From an optimization exercise on the open Yosys and OpenROAD flow, aimed at small area, a short achievable clock period and few clock cycles per item; shortcuts taken in it are not production practice. Function was checked by simulation only, so behaviour that the tests miss may differ from the original.

==> flow/design.v, too long to show whole: its modules and the start of the top module <==
// module chroma_window: 94 lines
// module csc_sum: 512 lines
// module filt_sum: 154 lines
// module rgb_packer: 104 lines
// module yuv_to_rgb: 49 lines
module yuv_to_rgb (
	input logic CLOCK_50_I,
	input logic resetn,
	input logic in_valid,
	input logic [SAMPLE_W-1:0] in_y_even,
	input logic [SAMPLE_W-1:0] in_y_odd,
	input logic [SAMPLE_W-1:0] in_u,
	input logic [SAMPLE_W-1:0] in_v,
	output logic busy,
	output logic out_valid,
	output logic [WORD_W-1:0] out_word,
	output logic out_line_end
);
  // ...
==> flow/flow/run.sh <==
#!/bin/bash
set -euo pipefail
bash standard.sh SETUP_SLACK_MARGIN=11 finish > make_finish.log 2>&1
==> flow/standard.sh <==
#!/bin/bash
# synth_recipe.tcl (not shown) runs the flow's synth.tcl, then flattens the netlist and writes it again
# the make line also repeats each setting of config.mk as NAME=value (left out here)
make -C /OpenROAD-flow-scripts/flow DESIGN_CONFIG=/design/flow/config.mk WORK_HOME=/design/flow/orfs CLKGATE_MAP_FILE= SYNTH_SCRIPT=/design/flow/synth_recipe.tcl "${@:-finish}"
==> flow/config.mk <==
export PLATFORM = sky130hd
export DESIGN_NAME = yuv_to_rgb
export DESIGN_NICKNAME = yuv_to_rgb
export VERILOG_FILES = /design/flow/design.v
export SDC_FILE = /design/flow/constraint.sdc
export NUM_CORES = 4
export LEC_CHECK = 0
export CAP_MARGIN = 20
export CORE_MARGIN = 2
export CORE_UTILIZATION = 40
export SLEW_MARGIN = 20
==> flow/constraint.sdc <==
create_clock -name core_clock -period 15.0 [get_ports {CLOCK_50_I}]
set_input_delay 3.0000 -clock core_clock [delete_from_list [all_inputs] [get_ports {CLOCK_50_I}]]
set_output_delay 3.0000 -clock core_clock [all_outputs]
set_load 0.01 [all_outputs]
==> impl_metrics.sql, run 1 <==
INSERT INTO impl_metrics (metric_group, metric, value, unit) VALUES
('global_route', 'initial_antenna_violation_count', '0', ''),
('worst_setup_path', 'worstSetupPathDepth', '1', ''),
('finish', 'drive_above_1_share', '0.135', ''),
('synth', 'synthMuxAreaShare', '0.0442', ''),
('finish', 'seq_cells', '362', ''),
('drt', 'drt-total-wl', '42600', 'um'),
('die', 'die_area', '53800', 'um2'),
('clock_network', 'cts-buffers-inserted', '40', ''),
('placement', 'dpl-instance-area', '22200', 'um2'),
('min_path', 'worstHoldEndpoint', 'result_i.y_odd_q[3]', ''),
('die', 'floorplan.core_area', '51300', 'um2'),
('clock_network', 'clkSlewWorstSetupHoldPaths', '0.06', 'ns'),
('timing', 'final_period_minus_worst_setup_slack', '4.09', 'ns'),
('outcome', 'run_status', 'finished clean', ''),
('clock_network', 'cts_setup_buffers', '13', ''),
('global_route', 'globalRouteOverflowTotal', '0', ''),
('drt', 'drt_first_iter_violations', '732', ''),
('synth', 'synth_compound_gate_area_share', '0.0665', ''),
('worst_setup_path', 'r2r-end', 'result_i.r_c_q', ''),
('finish', 'mostFrequentLayoutCell', 'sky130_fd_sc_hd__inv_1', ''),
('placement', 'place_worst_setup_slack', '9.13', 'ns'),
('worst_setup_path', 'critical-path-slowest-cell', 'sky130_fd_sc_hd__dfrtp_1', ''),
('placement', 'dp_cells', '2431', ''),
('worst_setup_path', 'timing.critical_path.buf_inv', '1', ''),
('die', 'floorplan.rows', '83', ''),
('die', 'n_tap_cell', '680', ''),
('die', 'floorplan.initialDensity', '0.405', ''),
('drt', 'detail_route.wirelength.met1', '19300', 'um'),
('finish', 'sequential_cell_area', '9020', 'um2'),
('timing', 'worst_slew_margin_rel', '0.285', ''),
('finish', 'multi_input_area', '10400', 'um2');
Testbench counts, summed over its fixed seeds: cycles 15,496, items 5,120.
==> module chroma_window, before the edit <==
module chroma_window (
	input logic CLOCK_50_I,
	input logic resetn,
	input logic in_valid,
	input logic [SAMPLE_W-1:0] in_y_even,
	input logic [SAMPLE_W-1:0] in_y_odd,
	input logic [SAMPLE_W-1:0] in_u,
	input logic [SAMPLE_W-1:0] in_v,
	output logic busy,
	output logic launch,
	output logic last_launch,
	output logic [SAMPLE_W-1:0] win_y_even,
	output logic [SAMPLE_W-1:0] win_y_odd,
	output logic [0:5][SAMPLE_W-1:0] win_u_taps,
	output logic [0:5][SAMPLE_W-1:0] win_v_taps
);
	logic [7:0] pair_cnt;
	logic flushing;
	logic [1:0] flush_cnt;
	logic [1:0] cool;
	logic busy_q;
	logic first;
	logic filled;
	logic flush_step;
	logic shift_en;
	logic [0:5][SAMPLE_W-1:0] u_sr;
	logic [0:5][SAMPLE_W-1:0] v_sr;
	logic [SAMPLE_W-1:0] y_even_d [0:2];
	logic [SAMPLE_W-1:0] y_odd_d [0:2];
	logic [SAMPLE_W-1:0] y_even_q;
	logic [SAMPLE_W-1:0] y_odd_q;
	logic flushing_n;
	logic [1:0] cool_n;
	assign first = pair_cnt == 8'd0 && !flushing;
	assign filled = pair_cnt >= 8'd3;
	assign flush_step = flushing && cool == 2'd0;
	assign shift_en = in_valid || flush_step;
	assign launch = (in_valid && filled) || flush_step;
	assign last_launch = flush_step && flush_cnt == 2'd2;
	always_comb begin
		flushing_n = flushing;
		if (in_valid && pair_cnt == LINE_PAIRS - 1)
			flushing_n = 1'b1;
		else if (last_launch)
			flushing_n = 1'b0;
		cool_n = launch ? 2'd2 : (cool != 2'd0 ? cool - 2'd1 : 2'd0);
	end
	always_ff @(posedge CLOCK_50_I or negedge resetn) begin
		if (!resetn) begin
			pair_cnt <= '0;
			flushing <= 1'b0;
			flush_cnt <= '0;
			cool <= '0;
			busy_q <= 1'b0;
		end else begin
			flushing <= flushing_n;
			cool <= cool_n;
			busy_q <= flushing_n || cool_n != 2'd0;
			if (in_valid)
				pair_cnt <= (pair_cnt == LINE_PAIRS - 1) ? 8'd0 : pair_cnt + 8'd1;
			if (flush_step)
				flush_cnt <= (flush_cnt == 2'd2) ? 2'd0 : flush_cnt + 2'd1;
		end
	end
	assign busy = busy_q;
	always_ff @(posedge CLOCK_50_I) begin
		if (shift_en) begin
			for (int i = 0; i < 3; i++) begin
				u_sr[i] <= u_sr[i+1];
				v_sr[i] <= v_sr[i+1];
			end
			for (int i = 3; i < 5; i++) begin
				u_sr[i] <= first ? in_u : u_sr[i+1];
				v_sr[i] <= first ? in_v : v_sr[i+1];
			end
			y_even_q <= y_even_d[0];
			y_odd_q <= y_odd_d[0];
			for (int i = 0; i < 2; i++) begin
				y_even_d[i] <= y_even_d[i+1];
				y_odd_d[i] <= y_odd_d[i+1];
			end
			y_even_d[2] <= in_y_even;
			y_odd_d[2] <= in_y_odd;
		end
		if (in_valid) begin
			u_sr[5] <= in_u;
			v_sr[5] <= in_v;
		end
	end
	assign win_y_even = y_even_q;
	assign win_y_odd = y_odd_q;
	assign win_u_taps = u_sr;
	assign win_v_taps = v_sr;
endmodule
==> module rgb_packer, before the edit <==
module rgb_packer (
	input logic CLOCK_50_I,
	input logic resetn,
	input logic launch,
	input logic last_launch,
	input logic [SAMPLE_W-1:0] win_y_even,
	input logic [SAMPLE_W-1:0] win_y_odd,
	input logic [0:5][SAMPLE_W-1:0] win_u_taps,
	input logic [0:5][SAMPLE_W-1:0] win_v_taps,
	output logic out_valid,
	output logic [WORD_W-1:0] out_word,
	output logic out_line_end
);
	logic [0:6] a;
	logic last_q;
	logic end_q;
	always_ff @(posedge CLOCK_50_I or negedge resetn) begin
		if (!resetn) begin
			a <= '0;
			last_q <= 1'b0;
			end_q <= 1'b0;
			out_valid <= 1'b0;
			out_line_end <= 1'b0;
		end else begin
			a <= {launch, a[0:5]};
			if (launch)
				last_q <= last_launch;
			end_q <= a[5] && last_q && !(a[0] || a[1] || a[2]);
			out_valid <= a[4] || a[5] || a[6];
			out_line_end <= a[6] && end_q;
		end
	end
	logic [0:5][SAMPLE_W-1:0] taps;
	logic [8:0] p0_q, p1_q, p2_q;
	logic [9:0] f_a, f_b, f_a_q, f_b_q;
	logic f_c, f_c_q;
	logic [9:0] f_s;
	logic [SAMPLE_W-1:0] f_odd;     
	logic [SAMPLE_W-1:0] u_odd_q;   
	assign taps = a[1] ? win_v_taps : win_u_taps;
	always_ff @(posedge CLOCK_50_I) begin
		p0_q <= {1'b0, taps[2]} + {1'b0, taps[3]};
		p1_q <= {1'b0, taps[1]} + {1'b0, taps[4]};
		p2_q <= {1'b0, taps[0]} + {1'b0, taps[5]};
	end
	filt_sum filt_i (
		.p0(p0_q), .p1(p1_q), .p2(p2_q),
		.f_a(f_a), .f_b(f_b), .f_c(f_c)
	);
	assign f_s = f_a_q + f_b_q + {9'd0, f_c_q};
	assign f_odd = f_s[9] ? 8'h00 : (f_s[8] ? 8'hff : f_s[7:0]);
	always_ff @(posedge CLOCK_50_I) begin
		f_a_q <= f_a;
		f_b_q <= f_b;
		f_c_q <= f_c;
		u_odd_q <= f_odd;
	end
	logic [SAMPLE_W-1:0] y_odd_q;
	logic [SAMPLE_W-1:0] py, pu, pv;
	logic [9:0] r_a, r_b, g_a, g_b, r_a_q, r_b_q, g_a_q, g_b_q;
	logic [10:0] b_a, b_b, b_a_q, b_b_q;
	logic r_c, g_c, b_c;
	logic r_c_q, g_c_q, b_c_q;
	logic [SAMPLE_W-1:0] r_px, g_px, b_px;
	logic [SAMPLE_W-1:0] g_hold, b_hold;
	always_ff @(posedge CLOCK_50_I) begin
		y_odd_q <= win_y_odd;
		py <= a[3] ? y_odd_q : win_y_even;
		pu <= a[3] ? u_odd_q : win_u_taps[2];
		pv <= a[3] ? f_odd : win_v_taps[2];
	end
	csc_sum csc_i (
		.y(py), .u(pu), .v(pv),
		.r_a(r_a), .r_b(r_b), .r_c(r_c),
		.g_a(g_a), .g_b(g_b), .g_c(g_c),
		.b_a(b_a), .b_b(b_b), .b_c(b_c)
	);
	function automatic logic [SAMPLE_W-1:0] sat10(input logic [9:0] x, input logic [9:0] y, input logic c);
		logic [9:0] s;
		s = x + y + {9'd0, c};
		sat10 = s[9] ? 8'h00 : s[8] ? 8'hff : s[7:0];
	endfunction
	function automatic logic [SAMPLE_W-1:0] sat11(input logic [10:0] x, input logic [10:0] y, input logic c);
		logic [10:0] s;
		s = x + y + {10'd0, c};
		sat11 = s[10] ? 8'h00 : (s[9] || s[8]) ? 8'hff : s[7:0];
	endfunction
	assign r_px = sat10(r_a_q, r_b_q, r_c_q);
	assign g_px = sat10(g_a_q, g_b_q, g_c_q);
	assign b_px = sat11(b_a_q, b_b_q, b_c_q);
	always_ff @(posedge CLOCK_50_I) begin
		r_a_q <= r_a; r_b_q <= r_b; r_c_q <= r_c;
		g_a_q <= g_a; g_b_q <= g_b; g_c_q <= g_c;
		b_a_q <= b_a; b_b_q <= b_b; b_c_q <= b_c;
		g_hold <= g_px;
		b_hold <= b_px;
		if (a[4])
			out_word <= {r_px, g_px};
		else if (a[5])
			out_word <= {b_hold, r_px};
		else
			out_word <= {g_hold, b_hold};
	end
endmodule
==> inputs of run 2 (changes only) <==
--- a/flow/design.v
+++ b/flow/design.v
@@ -59,9 +59,7 @@
 			flush_cnt <= '0;
 			cool <= '0;
-			busy_q <= 1'b0;
 		end else begin
 			flushing <= flushing_n;
 			cool <= cool_n;
-			busy_q <= flushing_n || cool_n != 2'd0;
 			if (in_valid)
 				pair_cnt <= (pair_cnt == LINE_PAIRS - 1) ? 8'd0 : pair_cnt + 8'd1;
@@ -70,4 +68,6 @@
 		end
 	end
+	always_ff @(posedge CLOCK_50_I)
+		busy_q <= flushing_n || cool_n != 2'd0;
 	assign busy = busy_q;
 	always_ff @(posedge CLOCK_50_I) begin
@@ -810,6 +810,4 @@
 			last_q <= 1'b0;
 			end_q <= 1'b0;
-			out_valid <= 1'b0;
-			out_line_end <= 1'b0;
 		end else begin
 			a <= {launch, a[0:5]};
@@ -817,8 +815,10 @@
 				last_q <= last_launch;
 			end_q <= a[5] && last_q && !(a[0] || a[1] || a[2]);
-			out_valid <= a[4] || a[5] || a[6];
-			out_line_end <= a[6] && end_q;
 		end
 	end
+	always_ff @(posedge CLOCK_50_I) begin
+		out_valid <= a[4] || a[5] || a[6];
+		out_line_end <= a[6] && end_q;
+	end
 	logic [0:5][SAMPLE_W-1:0] taps;
 	logic [8:0] p0_q, p1_q, p2_q;
--- a/flow/config.mk
+++ b/flow/config.mk
@@ -9,3 +9,5 @@
 export CORE_MARGIN = 2
 export CORE_UTILIZATION = 40
+export CTS_CLUSTER_DIAMETER = 80
+export CTS_CLUSTER_SIZE = 24
 export SLEW_MARGIN = 20
==> run 2 against run 1 <==
  * Highest routed layer unchanged
  * Still clean on timing, DRC and antenna
  * Cell area shrank 2.1%
  * Wire length shrank 0.94%
  * Maximum frequency grew 1.6%
  * Synthesized cell count grew 2.8%
  * Critical path depth is the same
  * Critical endpoint is now out_valid
  * Sequential cell count is the same
  * Via count grew 1.4%
  * First-iteration DRC count shrank 19%
==> impl_metrics.sql, run 2 <==
INSERT INTO impl_metrics (metric_group, metric, value, unit) VALUES
('worst_setup_path', 'critical-path-slowest-cell', 'sky130_fd_sc_hd__dfxtp_1', ''),
('clock_network', 'cts-buffers-inserted', '22', ''),
('global_route', 'globalRouteOverflowTotal', '0', ''),
('worst_setup_path', 'crit_path_start_kind', 'flop', ''),
('global_route', 'maximum_number_of_pins_on_one_net_before_global_route_repair', '49', ''),
('clock_network', 'clk-insertion-delay-late', '0.58', 'ns'),
('placement', 'dp_cells', '2475', ''),
('clock_network', 'holdBufCountCts', '0', ''),
('worst_setup_path', 'cp_top_family', 'flip-flops', ''),
('worst_setup_path', 'cp_max_fo', '1', ''),
('timing', 'max_freq', '249', 'MHz'),
('synth', 'yosys-top-cells-count', 'sky130_fd_sc_hd__inv_1 (352), sky130_fd_sc_hd__fa_1 (225), sky130_fd_sc_hd__dfxtp_1 (180)', ''),
('die', 'die_y', '233', 'um'),
('job', 'drv.max_cap_violation_count', '0', ''),
('drt', 'post_drt_via_cell_ratio', '4.85', ''),
('synth', 'synth_top_cell_area_share', '0.229', ''),
('timing', 'timing.clock.skew', '0.0354', 'ns'),
('outcome', 'run_status', 'finished clean', ''),
('timing', 'worstMarginPinSlew', '1.01', 'ns'),
('timing', 'fin_crit_sh', '0.268', ''),
('worst_setup_path', 'worst_ep_arrival_time', '1.02', 'ns'),
('worst_setup_path', 'critPathKind', 'flop to primary output', ''),
('synth', 'synth.ff_latch_count', '362', ''),
('drt', 'drt_pre_antenna_iters', '5', ''),
('global_route', 'via_count_of_the_first_global_routing_pass', '12722', ''),
('synth', 'ys.flop_type', 'sky130_fd_sc_hd__dfxtp_1', ''),
('synth', 'syn_area_per_cell', '11.9', 'um2'),
('min_path', 'worst_hold_path_type', 'flop to flop', ''),
('die', 'die_x', '233', 'um'),
('synth', 'synth-warning-count', '6', ''),
('global_route', 'first_pass_grt_wire_length', '67300', 'um'),
('worst_setup_path', 'cp_slowest_stage_delay', '0.32', 'ns'),
('clock_network', 'cts.sink_count', '362', ''),
('drt', 'drt-total-wl', '42200', 'um'),
('synth', 'postSynth.asyncResetShare', '0.0608', ''),
('synth', 'yosysMostFrequentCell', 'sky130_fd_sc_hd__inv_1', ''),
('drt', 'drt_first_iter_violations', '592', ''),
('timing', 'setup_tns', '0', 'ns'),
('placement', 'gp_weighted_congestion', '0.880', ''),
('timing', 'final_period_minus_worst_setup_slack', '4.02', 'ns'),
('timing', 'finalHoldViolCount', '0', ''),
('die', 'floorplan.initialDensity', '0.407', ''),
('clock_network', 'cts-root-to-sink-buffers', '3', ''),
('die', 'floorplan.core_area', '51500', 'um2'),
('drt', 'detailroute.via_count', '12340', ''),
('placement', 'placement.io_buffers', '53', ''),
('die', 'floorplan.rows', '83', ''),
('timing', 'worst_slew_margin_rel', '0.323', ''),
('finish', 'finalCoreUtilization', '0.454', ''),
('clock_network', 'clkSlewWorstSetupHoldPaths', '0.09', 'ns'),
('synth', 'syn_area', '20900', 'um2'),
('global_route', 'total_global_route_track_usage', '0.158', ''),
('clock_network', 'tritoncts', 'yes', ''),
('synth', 'synth.area.top_cells', 'sky130_fd_sc_hd__edfxtp_1 (23%), sky130_fd_sc_hd__fa_1 (22%), sky130_fd_sc_hd__dfxtp_1 (17%)', ''),
('synth', 'post_synthesis_cell_type_count', '68', ''),
('drt', 'drc', '0', ''),
('finish', 'drive_above_1_share', '0.106', ''),
('worst_setup_path', 'crit_chain', 'buf_2', ''),
('drt', 'final_antenna_net_count', '0', ''),
('synth', 'synth_fp_nets', '2163', ''),
('timing', 'rsz0062_at_grt', 'yes', ''),
('synth', 'synth_top_area_cell', 'sky130_fd_sc_hd__edfxtp_1', ''),
('drt', 'route.detailed.wl_per_inst', '16.6', 'um'),
('finish', 'mostFrequentLayoutCell', 'sky130_fd_sc_hd__inv_1', ''),
('finish', 'final_cell_count_no_fill', '2543', ''),
('die', 'die_area', '54200', 'um2'),
('finish', 'layout.nets', '2256', ''),
('global_route', 'initial_antenna_violation_count', '0', ''),
('finish', 'fillers', '4778', ''),
('finish', 'syn2layout_area_growth', '11.6', '%'),
('clock_network', 'h-tree-depth', '1', ''),
('timing', 'slew_violations', '0', ''),
('worst_setup_path', 'timing.critical_path.buf_inv', '1', ''),
('finish', 'antenna-diode-count', '0', ''),
('synth', 'synth_cells', '1754', ''),
('worst_setup_path', 'timing.critical_path.to_type', 'primary output', ''),
('synth', 'ys_seq_area_frac', '0.428', ''),
('finish', 'layout.cells.most_common_list', 'sky130_fd_sc_hd__inv_1 (343), sky130_fd_sc_hd__fa_1 (225), sky130_fd_sc_hd__edfxtp_1 (160), sky130_fd_sc_hd__dfxtp_1 (160), sky130_fd_sc_hd__ha_1 (149)', ''),
('die', 'i_o_pin_cnt', '54', ''),
('timing', 'fin_hold_ws', '0.347', 'ns'),
('synth', 'synth-edff-count', '160', ''),
('worst_setup_path', 'cp_data_required_time', '12.00', 'ns'),
('clock_network', 'root_buffer', 'sky130_fd_sc_hd__clkbuf_16', ''),
('timing', 'timing.final.setup_violations', '0', ''),
('finish', 'largest_registers', 'decode_i.u_sr x48, decode_i.v_sr x48', ''),
('placement', 'dp_hpwl', '32300', 'um');
run 2: logic make-up (layout without fill, tap and decap cells):
kind of cell / Yosys count / count (layout) / synth area share
simple gates: 312 / 315 / 0.0707
fa+ha+maj: 384 / 384 / 0.309
compound gates: 206 / 206 / 0.0680
flops: 362 / 362 / 0.428
buf+inv: 371 / 477 / 0.0665
mux: 78 / 78 / 0.0411
xor+xnor: 41 / 41 / 0.0171
run 2: timing repair:
item                       4_1_cts  5_1_grt
gates resized for setup        100       20
buffers inserted                 6       18
pin swaps                        0        0
gates cloned                     3        1
setup endpoints to repair      166       74
run 2: layout make-up:
cell class / instances / area (um2) / area share
Clock buffer: 30 / 633 / 0.0271
Clock inverter: 10 / 165 / 0.00707
Inverter: 352 / 1360 / 0.0580
Multi-Input combinational cell: 1024 / 10600 / 0.455
Sequential cell: 362 / 8990 / 0.385
Tap cell: 680 / 851 / 0.0364
Timing Repair Buffer: 85 / 747 / 0.0320
run 2: path summary, 6_finish.rpt:
| check | cells past startpoint | startpoint | end | slack (ns) |
|---|---|---|---|---|
| max | 1 | result_i.out_valid | out_valid | 10.98 |
| min in group asynchronous | 1 | resetn | decode_i.pair_cnt[7] | 2.37 |
| min reg2reg | 0 | decode_i.y_odd_q[4] | result_i.y_odd_q[4] | 0.35 |
| min | 0 | decode_i.y_odd_q[4] | result_i.y_odd_q[4] | 0.35 |
| max in group asynchronous | 1 | resetn | result_i.a[1] | 12.27 |
| max reg2reg | 10 | result_i.pv[7] | result_i.r_c_q | 11.10 |
run 2: layer usage:
layer / share of wire / wire length [um] / global-route usage
met4: 0.027 / 1140 / 0.0426
met5: 0 / 0 / 0
met3: 0.048 / 2040 / 0.0261
met2: 0.47 / 19600 / 0.259
met1: 0.46 / 19300 / 0.219
run 2: stage by stage:
step | setup slack [ns] | instance area [um2]
6_report | 10.98 | 23400
4_1_cts | 10.94 | 23200
3_3_place_gp | 9.16 | 22300
3_5_place_dp | 9.10 | 22300
2_1_floorplan | 10.42 | 21000
5_1_grt | 10.94 | 23400
Testbench counts of run 2, summed over its fixed seeds: cycles 15,496, items 5,120.
==> inputs of run 3 (changes only) <==
--- a/flow/config.mk
+++ b/flow/config.mk
@@ -9,5 +9,5 @@
 export CORE_MARGIN = 2
 export CORE_UTILIZATION = 40
-export CTS_CLUSTER_DIAMETER = 80
-export CTS_CLUSTER_SIZE = 24
+export CTS_CLUSTER_DIAMETER = 100
+export CTS_CLUSTER_SIZE = 30
 export SLEW_MARGIN = 20
==> run 3 against run 2 <==
  * Cell area fell by 0.65%
  * Utilization fell by 0.29 points
  * Largest cell class unchanged
==> impl_metrics.sql, run 3 <==
INSERT INTO impl_metrics (metric_group, metric, value, unit) VALUES
('die', 'die_area', '54200', 'um2'),
('placement', 'dp_cells', '2475', ''),
('timing', 'slew_violations', '0', ''),
('global_route', 'first_pass_grt_wire_length', '67100', 'um'),
('finish', 'design_area', '23200', 'um2'),
('clock_network', 'tritoncts', 'yes', ''),
('finish', 'layout.nets', '2257', ''),
('min_path', 'worst_hold_path_type', 'flop to flop', ''),
('worst_setup_path', 'critPathKind', 'primary input to flop', ''),
('job', 'drv.max_cap_violation_count', '0', ''),
('finish', 'syn2layout_area_growth', '10.9', '%'),
('clock_network', 'root_buffer', 'sky130_fd_sc_hd__clkbuf_16', ''),
('synth', 'synth_fp_nets', '2163', ''),
('worst_setup_path', 'r2r_cells', '10', ''),
('finish', 'fillers', '4791', ''),
('clock_network', 'cts-root-to-sink-buffers', '3', ''),
('global_route', 'via_count_of_the_first_global_routing_pass', '12710', ''),
('synth', 'ys_seq_area_frac', '0.428', ''),
('timing', 'final_period_minus_worst_setup_slack', '3.99', 'ns'),
('clock_network', 'holdBufCountCts', '0', ''),
('global_route', 'globalRouteOverflowTotal', '0', ''),
('synth', 'syn_area', '20900', 'um2'),
('timing', 'timing.clock.skew', '0.0202', 'ns'),
('worst_setup_path', 'worstSetupStartpoint', 'in_valid', ''),
('drt', 'final_antenna_net_count', '0', ''),
('die', 'floorplan.initialDensity', '0.407', ''),
('drt', 'route.detailed.wl_per_inst', '16.6', 'um'),
('drt', 'post_drt_via_cell_ratio', '4.85', ''),
('finish', 'finalCoreUtilization', '0.451', ''),
('timing', 'setup_tns', '0', 'ns'),
('finish', 'antenna-diode-count', '0', ''),
('synth', 'synth_top_cell_area_share', '0.229', ''),
('die', 'die_x', '233', 'um'),
('die', 'die_y', '233', 'um'),
('finish', 'layout.cells.most_common_list', 'sky130_fd_sc_hd__inv_1 (343), sky130_fd_sc_hd__fa_1 (225), sky130_fd_sc_hd__dfxtp_1 (161), sky130_fd_sc_hd__edfxtp_1 (160), sky130_fd_sc_hd__ha_1 (149)', ''),
('synth', 'synth_top_area_cell', 'sky130_fd_sc_hd__edfxtp_1', ''),
('synth', 'postSynth.asyncResetShare', '0.0608', ''),
('synth', 'post_synthesis_cell_type_count', '68', ''),
('worst_setup_path', 'cp_data_required_time', '15.24', 'ns'),
('clock_network', 'clkSlewWorstSetupHoldPaths', '0.10', 'ns'),
('worst_setup_path', 'worst_ep_arrival_time', '4.23', 'ns'),
('min_path', 'worstHoldEndpoint', 'result_i.y_odd_q[3]', ''),
('timing', 'worst_slew_margin_rel', '0.325', ''),
('synth', 'synth.ff_latch_count', '362', ''),
('timing', 'timing.final.setup_violations', '0', ''),
('global_route', 'initial_antenna_violation_count', '0', ''),
('placement', 'dpl-instance-area', '22300', 'um2'),
('timing', 'fin_crit_sh', '0.266', ''),
('global_route', 'total_global_route_track_usage', '0.158', ''),
('clock_network', 'clk-insertion-delay-late', '0.53', 'ns'),
('synth', 'yosys-top-cells-count', 'sky130_fd_sc_hd__inv_1 (352), sky130_fd_sc_hd__fa_1 (225), sky130_fd_sc_hd__dfxtp_1 (180)', ''),
('synth', 'synth-warning-count', '6', ''),
('worst_setup_path', 'setup.reg_to_reg.worst_slack', '11.13', 'ns'),
('finish', 'multi_input_area', '10600', 'um2'),
('synth', 'synth_cells', '1754', ''),
('finish', 'mostFrequentLayoutCell', 'sky130_fd_sc_hd__inv_1', ''),
('clock_network', 'cts-buffers-inserted', '16', ''),
('synth', 'synth-edff-count', '160', ''),
('drt', 'drt_first_iter_violations', '682', ''),
('outcome', 'run_status', 'finished clean', ''),
('finish', 'largest_registers', 'decode_i.u_sr x48, decode_i.v_sr x48', ''),
('timing', 'setup_ws', '11.01', 'ns'),
('die', 'floorplan.rows', '83', ''),
('finish', 'final_cell_count_no_fill', '2538', ''),
('drt', 'drt-total-wl', '42200', 'um'),
('timing', 'max_freq', '251', 'MHz'),
('min_path', 'whs_path_depth', '0', ''),
('timing', 'rsz0062_at_grt', 'yes', ''),
('global_route', 'maximum_number_of_pins_on_one_net_before_global_route_repair', '49', ''),
('die', 'i_o_pin_cnt', '54', ''),
('drt', 'drc', '0', ''),
('placement', 'gp_weighted_congestion', '0.880', ''),
('worst_setup_path', 'cp_max_fo', '32', ''),
('synth', 'ys.flop_type', 'sky130_fd_sc_hd__dfxtp_1', ''),
('clock_network', 'h-tree-depth', '1', ''),
('die', 'floorplan.core_area', '51500', 'um2'),
('worst_setup_path', 'crit_path_start_kind', 'primary input', ''),
('placement', 'placement.io_buffers', '53', ''),
('min_path', 'min-delay-start', 'decode_i.y_odd_q[3]', ''),
('placement', 'dp_hpwl', '32300', 'um'),
('finish', 'sequential_cell_area', '8990', 'um2'),
('synth', 'synth.area.top_cells', 'sky130_fd_sc_hd__edfxtp_1 (23%), sky130_fd_sc_hd__fa_1 (22%), sky130_fd_sc_hd__dfxtp_1 (17%)', ''),
('drt', 'detailroute.via_count', '12311', ''),
('placement', 'place_worst_setup_slack', '9.10', 'ns'),
('synth', 'syn_area_per_cell', '11.9', 'um2'),
('finish', 'drive_above_1_share', '0.103', ''),
('worst_setup_path', 'r2r-end', 'result_i.b_c_q', ''),
('clock_network', 'cts.sink_count', '362', ''),
('drt', 'drt_pre_antenna_iters', '6', ''),
('timing', 'finalHoldViolCount', '0', ''),
('synth', 'yosysMostFrequentCell', 'sky130_fd_sc_hd__inv_1', ''),
('worst_setup_path', 'worstReg2RegStart', 'result_i.pu[0]', ''),
('timing', 'worstMarginPinSlew', '1.01', 'ns'),
('worst_setup_path', 'timing.critical_path.to_type', 'flop', '');
## run 3: kinds of logic after synthesis
kind of cell             Yosys count  synth area share
AO/OA/AOI/OAI                    206            0.0680
XOR/XNOR                          41            0.0171
adder cells (fa/ha/maj)          384             0.309
buffers and inverters            371            0.0665
flip-flops                       362             0.428
multiplexers                      78            0.0411
AND/OR/NAND/NOR                  312            0.0707
## run 3: what timing repair did
action | in CTS | in global routing
endpoints found under the setup margin | 166 | 145
gates cloned | 4 | 4
setup buffers | 6 | 21
resized for setup | 99 | 24
## run 3: worst max path at each step
stage,cells past startpoint,slack (ns),end
floorplan,2,10.42,decode_i.u_sr[10]
global placement,4,9.16,decode_i.y_odd_d[0][3]
detailed placement,4,9.10,decode_i.y_even_d[1][3]
CTS,10,10.98,result_i.b_c_q
global route,10,10.95,result_i.b_c_q
finish,5,11.01,decode_i.y_even_d[2][7]
## run 3: layout make-up
type	count	area share
clock buffer	23	0.0202
inverter	352	0.0584
clock inverter	5	0.00156
sequential	362	0.387
timing repair buffer	92	0.0380
tap	680	0.0366
multi-input combinational	1024	0.458
## run 3: layer usage
| metal | part of all wire | global-route usage | vias up |
|---|---|---|---|
| li1 | - | - | 5910 |
| met1 | 0.46 | 0.218 | 6109 |
| met2 | 0.48 | 0.264 | 243 |
| met3 | 0.045 | 0.0228 | 49 |
| met4 | 0.020 | 0.0352 | 0 |
| met5 | 0 | 0 | - |
## run 3: per-stage QoR
| stage | hold WS (ns) |
|---|---|
| floorplan | 0.323 |
| global placement | 0.325 |
| global route | 0.363 |
| CTS | 0.353 |
| detailed placement | 0.327 |
| finish | 0.350 |
## run 3: critical path, stage by stage
cell                              delay (ns)
sky130_fd_sc_hd__clkdlybuf4s50_1        0.50
sky130_fd_sc_hd__buf_12                 0.20
sky130_fd_sc_hd__nand2b_4               0.18
sky130_fd_sc_hd__buf_12                 0.15
sky130_fd_sc_hd__clkbuf_16              0.18
==> inputs of run 4 (changes only) <==
--- a/flow/config.mk
+++ b/flow/config.mk
@@ -8,6 +8,7 @@
 export CAP_MARGIN = 20
 export CORE_MARGIN = 2
-export CORE_UTILIZATION = 40
+export CORE_UTILIZATION = 60
 export CTS_CLUSTER_DIAMETER = 100
 export CTS_CLUSTER_SIZE = 30
+export PLACE_DENSITY = 0.7
 export SLEW_MARGIN = 20
==> run 4 against run 3 <==
  * Clock skew is 0.0038 ns higher
  * Critical path depth is 4 lower
  * Synthesized area stayed put
  * First-iteration DRC count is 9.8% lower
  * Sequential share of layout area is 0.58 points higher
  * Die area is 33% lower
  * Largest cell class unchanged
  * Critical endpoint is now out_word[5]
  * Highest routed layer unchanged
  * Non-clock buffer count is 5 lower
  * Worst hold slack worse by 0.0033 ns
  * Final cell count is 9.0% lower
==> impl_metrics.sql, run 4 <==
INSERT INTO impl_metrics (metric_group, metric, value, unit) VALUES
('outcome', 'run_status', 'finished clean', ''),
('synth', 'synth_fa_ha_area_frac', '0.309', ''),
('synth', 'combinational_family_with_the_most_area_after_synthesis', 'adder cells', ''),
('die', 'die_x', '191', 'um'),
('worst_setup_path', 'timing.critical_path.to_type', 'primary output', ''),
('die', 'floorplan.initialDensity', '0.608', ''),
('timing', 'finalHoldViolCount', '0', ''),
('worst_setup_path', 'cp_top_family', 'flip-flops', ''),
('global_route', 'first_pass_grt_wire_length', '65300', 'um'),
('synth', 'synthMuxAreaShare', '0.0411', ''),
('clock_network', 'holdBufCountCts', '0', ''),
('drt', 'drt_pre_antenna_iters', '5', ''),
('synth', 'yosysMostFrequentCell', 'sky130_fd_sc_hd__inv_1', ''),
('global_route', 'globalRouteOverflowTotal', '0', ''),
('timing', 'fin_hold_ws', '0.347', 'ns'),
('clock_network', 'cts-buffers-inserted', '17', ''),
('clock_network', 'root_buffer', 'sky130_fd_sc_hd__clkbuf_16', ''),
('global_route', 'initial_antenna_violation_count', '0', ''),
('job', 'drv.max_cap_violation_count', '0', ''),
('clock_network', 'h-tree-depth', '1', ''),
('finish', 'syn2layout_area_growth', '9.24', '%'),
('timing', 'setup_ws', '11.03', 'ns'),
('drt', 'drt_first_iter_violations', '615', ''),
('timing', 'timing.final.setup_violations', '0', ''),
('drt', 'route.detailed.wl_per_inst', '17.7', 'um'),
('drt', 'final_antenna_net_count', '0', ''),
('die', 'die_y', '191', 'um'),
('finish', 'antenna-diode-count', '0', ''),
('synth', 'synth_compound_gate_area_share', '0.0680', ''),
('drt', 'drt-total-wl', '40900', 'um'),
('synth', 'syn_area', '20900', 'um2'),
('clock_network', 'cts.sink_count', '362', ''),
('worst_setup_path', 'timing.critical_path.buf_inv', '1', ''),
('placement', 'place_worst_setup_slack', '9.14', 'ns'),
('placement', 'gp_weighted_congestion', '0.906', ''),
('worst_setup_path', 'critical-path-slowest-cell', 'sky130_fd_sc_hd__dfxtp_1', ''),
('die', 'floorplan.core_area', '34500', 'um2'),
('clock_network', 'clk-insertion-delay-late', '0.53', 'ns'),
('timing', 'slew_violations', '0', ''),
('timing', 'worstMarginPinSlew', '1.06', 'ns'),
('worst_setup_path', 'cp_slowest_stage_delay', '0.32', 'ns'),
('finish', 'layout.nets', '2252', ''),
('drt', 'drc', '0', ''),
('global_route', 'via_count_of_the_first_global_routing_pass', '12584', ''),
('worst_setup_path', 'crit_chain', 'buf_2', ''),
('finish', 'mostFrequentLayoutCell', 'sky130_fd_sc_hd__inv_1', ''),
('die', 'i_o_pin_cnt', '54', ''),
('clock_network', 'clkSlewWorstSetupHoldPaths', '0.11', 'ns'),
('worst_setup_path', 'cp_data_required_time', '12.00', 'ns'),
('worst_setup_path', 'crit_path_start_kind', 'flop', ''),
('worst_setup_path', 'cp_max_fo', '1', ''),
('synth', 'synth_fp_nets', '2163', ''),
('timing', 'setup_tns', '0', 'ns'),
('clock_network', 'tritoncts', 'yes', ''),
('synth', 'postSynth.asyncResetShare', '0.0608', ''),
('min_path', 'worst_hold_path_type', 'flop to flop', ''),
('placement', 'placement.io_buffers', '53', ''),
('synth', 'ys.flop_type', 'sky130_fd_sc_hd__dfxtp_1', ''),
('synth', 'synth_top_area_cell', 'sky130_fd_sc_hd__edfxtp_1', ''),
('drt', 'post_drt_via_cell_ratio', '5.32', ''),
('finish', 'fillers', '2627', ''),
('synth', 'post_synth_and_or_nand_nor_area_fraction', '0.0707', ''),
('timing', 'rsz0062_at_grt', 'yes', ''),
('placement', 'dp_cells', '2251', ''),
('timing', 'fin_crit_sh', '0.265', ''),
('synth', 'synth-warning-count', '6', ''),
('finish', 'final_cell_count_no_fill', '2309', ''),
('timing', 'max_freq', '252', 'MHz'),
('worst_setup_path', 'critPathKind', 'flop to primary output', ''),
('synth', 'synthXorXnorAreaFrac', '0.0171', ''),
('drt', 'detailroute.via_count', '12278', ''),
('synth', 'synth.ff_latch_count', '362', ''),
('die', 'die_area', '36400', 'um2'),
('synth', 'synth-edff-count', '160', ''),
('finish', 'largest_registers', 'decode_i.u_sr x48, decode_i.v_sr x48', ''),
('synth', 'yosys-top-cells-count', 'sky130_fd_sc_hd__inv_1 (352), sky130_fd_sc_hd__fa_1 (225), sky130_fd_sc_hd__dfxtp_1 (180)', ''),
('global_route', 'maximum_number_of_pins_on_one_net_before_global_route_repair', '51', ''),
('synth', 'synth_cells', '1754', ''),
('finish', 'layout.cells.most_common_list', 'sky130_fd_sc_hd__inv_1 (345), sky130_fd_sc_hd__fa_1 (225), sky130_fd_sc_hd__dfxtp_1 (161), sky130_fd_sc_hd__edfxtp_1 (160), sky130_fd_sc_hd__ha_1 (149)', ''),
('synth', 'synth.area.top_cells', 'sky130_fd_sc_hd__edfxtp_1 (23%), sky130_fd_sc_hd__fa_1 (22%), sky130_fd_sc_hd__dfxtp_1 (17%)', ''),
('finish', 'drive_above_1_share', '0.0992', ''),
('placement', 'dp_hpwl', '31200', 'um'),
('synth', 'synth_top_cell_area_share', '0.229', ''),
('synth', 'ys_seq_area_frac', '0.428', ''),
('clock_network', 'cts-root-to-sink-buffers', '3', ''),
('timing', 'worst_slew_margin_rel', '0.294', ''),
('synth', 'syn_area_per_cell', '11.9', 'um2'),
('global_route', 'total_global_route_track_usage', '0.234', ''),
('worst_setup_path', 'worst_ep_arrival_time', '0.97', 'ns'),
('synth', 'post_synthesis_cell_type_count', '68', ''),
('timing', 'final_period_minus_worst_setup_slack', '3.97', 'ns'),
('timing', 'timing.clock.skew', '0.0240', 'ns'),
('die', 'floorplan.rows', '68', '');
run 4: cell count changes in the layout (fill, tap and decap cells not counted), sizes merged, moves of 2 or more:
cell | before | now
buf | 56 | 51
clkinvlp | 11 | 7
inv | 343 | 348
clkbuf | 26 | 24
bufbuf | 0 | 3
run 4: what timing repair did:
| item | in CTS | in global routing |
|---|---|---|
| hold endpoints to repair | 0 | 0 |
| endpoints found under the setup margin | 166 | 20 |
| setup buffers | 7 | 16 |
| cloned | 5 | 0 |
| resized for setup | 101 | 16 |
| pin swaps | 0 | 0 |
run 4: cell families (layout without fill, tap and decap cells):
logic type,after synthesis,count (layout)
xor+xnor,41,41
mux,78,78
compound gates,206,206
buf+inv,371,469
flops,362,362
fa+ha+maj,384,384
simple gates,312,314
run 4: final cells by class:
class | instances | area, um2 | share of cell area
Tap cell | 455 | 569 | 0.0249
Clock buffer | 24 | 452 | 0.0197
Timing Repair Buffer | 87 | 817 | 0.0357
Clock inverter | 6 | 83.8 | 0.00366
Inverter | 352 | 1350 | 0.0589
Multi-Input combinational cell | 1023 | 10600 | 0.464
Sequential cell | 362 | 8990 | 0.393
run 4: metal layers:
metal  wire length [um]  track usage  vias up
met1              17400        0.302     6050
met5                  0            0        -
met2              20600        0.413      236
li1                   -            -     5920
met4               1230       0.0677        0
met3               1730       0.0333       72
run 4: final timing paths:
path,startpoint,end,slack (ns),cells past startpoint
min,decode_i.y_odd_q[5],result_i.y_odd_q[5],0.35,0
min reg2reg,decode_i.y_odd_q[5],result_i.y_odd_q[5],0.35,0
max in group asynchronous,resetn,result_i.a[3],12.21,1
max,result_i.out_word[5],out_word[5],11.03,1
min in group asynchronous,resetn,result_i.a[2],2.42,1
max reg2reg,result_i.pv[0],result_i.r_c_q,11.11,11
run 4: metrics by stage:
stage	utilization	cell area, um2
after floorplan	-	21000
after global placement	0.640	22000
after detailed placement	0.640	22000
after CTS	0.659	22700
after global routing	0.664	22900
final	0.664	22900

-- port drivers added, routing unchanged --
The flow's constraints put no driver on any port. The routed layouts listed below were extracted and timed again, unchanged, in two steps. Step 1, drivers: a clkbuf_16 drives CLOCK_50_I and a buf_2 each remaining input, both assumed. Step 2 adds t to the input delays and takes it off the output delays; t is the mean of the earliest and latest rising clock arrival at the registers after step 1. Input paths then give back, and output paths get back, about the clock's delay inside the block. a / b / c = ideal / step 1 / step 2; a / b = the first two.
run	shift t [ns]	setup WS [ns]	worst hold slack (ns)	worst setup path after step 2
run 1	0.597	10.912 / 10.857 / 10.793	0.342 / 0.342 / 0.342	input to register
run 2	0.623	10.978 / 10.921 / 10.479	0.347 / 0.347 / 0.347	input to register
run 3	0.579	11.011 / 10.957 / 10.471	0.350 / 0.350 / 0.350	input to register
run 4	0.578	11.027 / 10.972 / 10.582	0.347 / 0.347 / 0.347	input to register
After both steps every run listed still meets setup and hold. The setup slack of run 3, which loses most, moves by -0.054 ns with the drivers and by -0.540 ns with both steps.
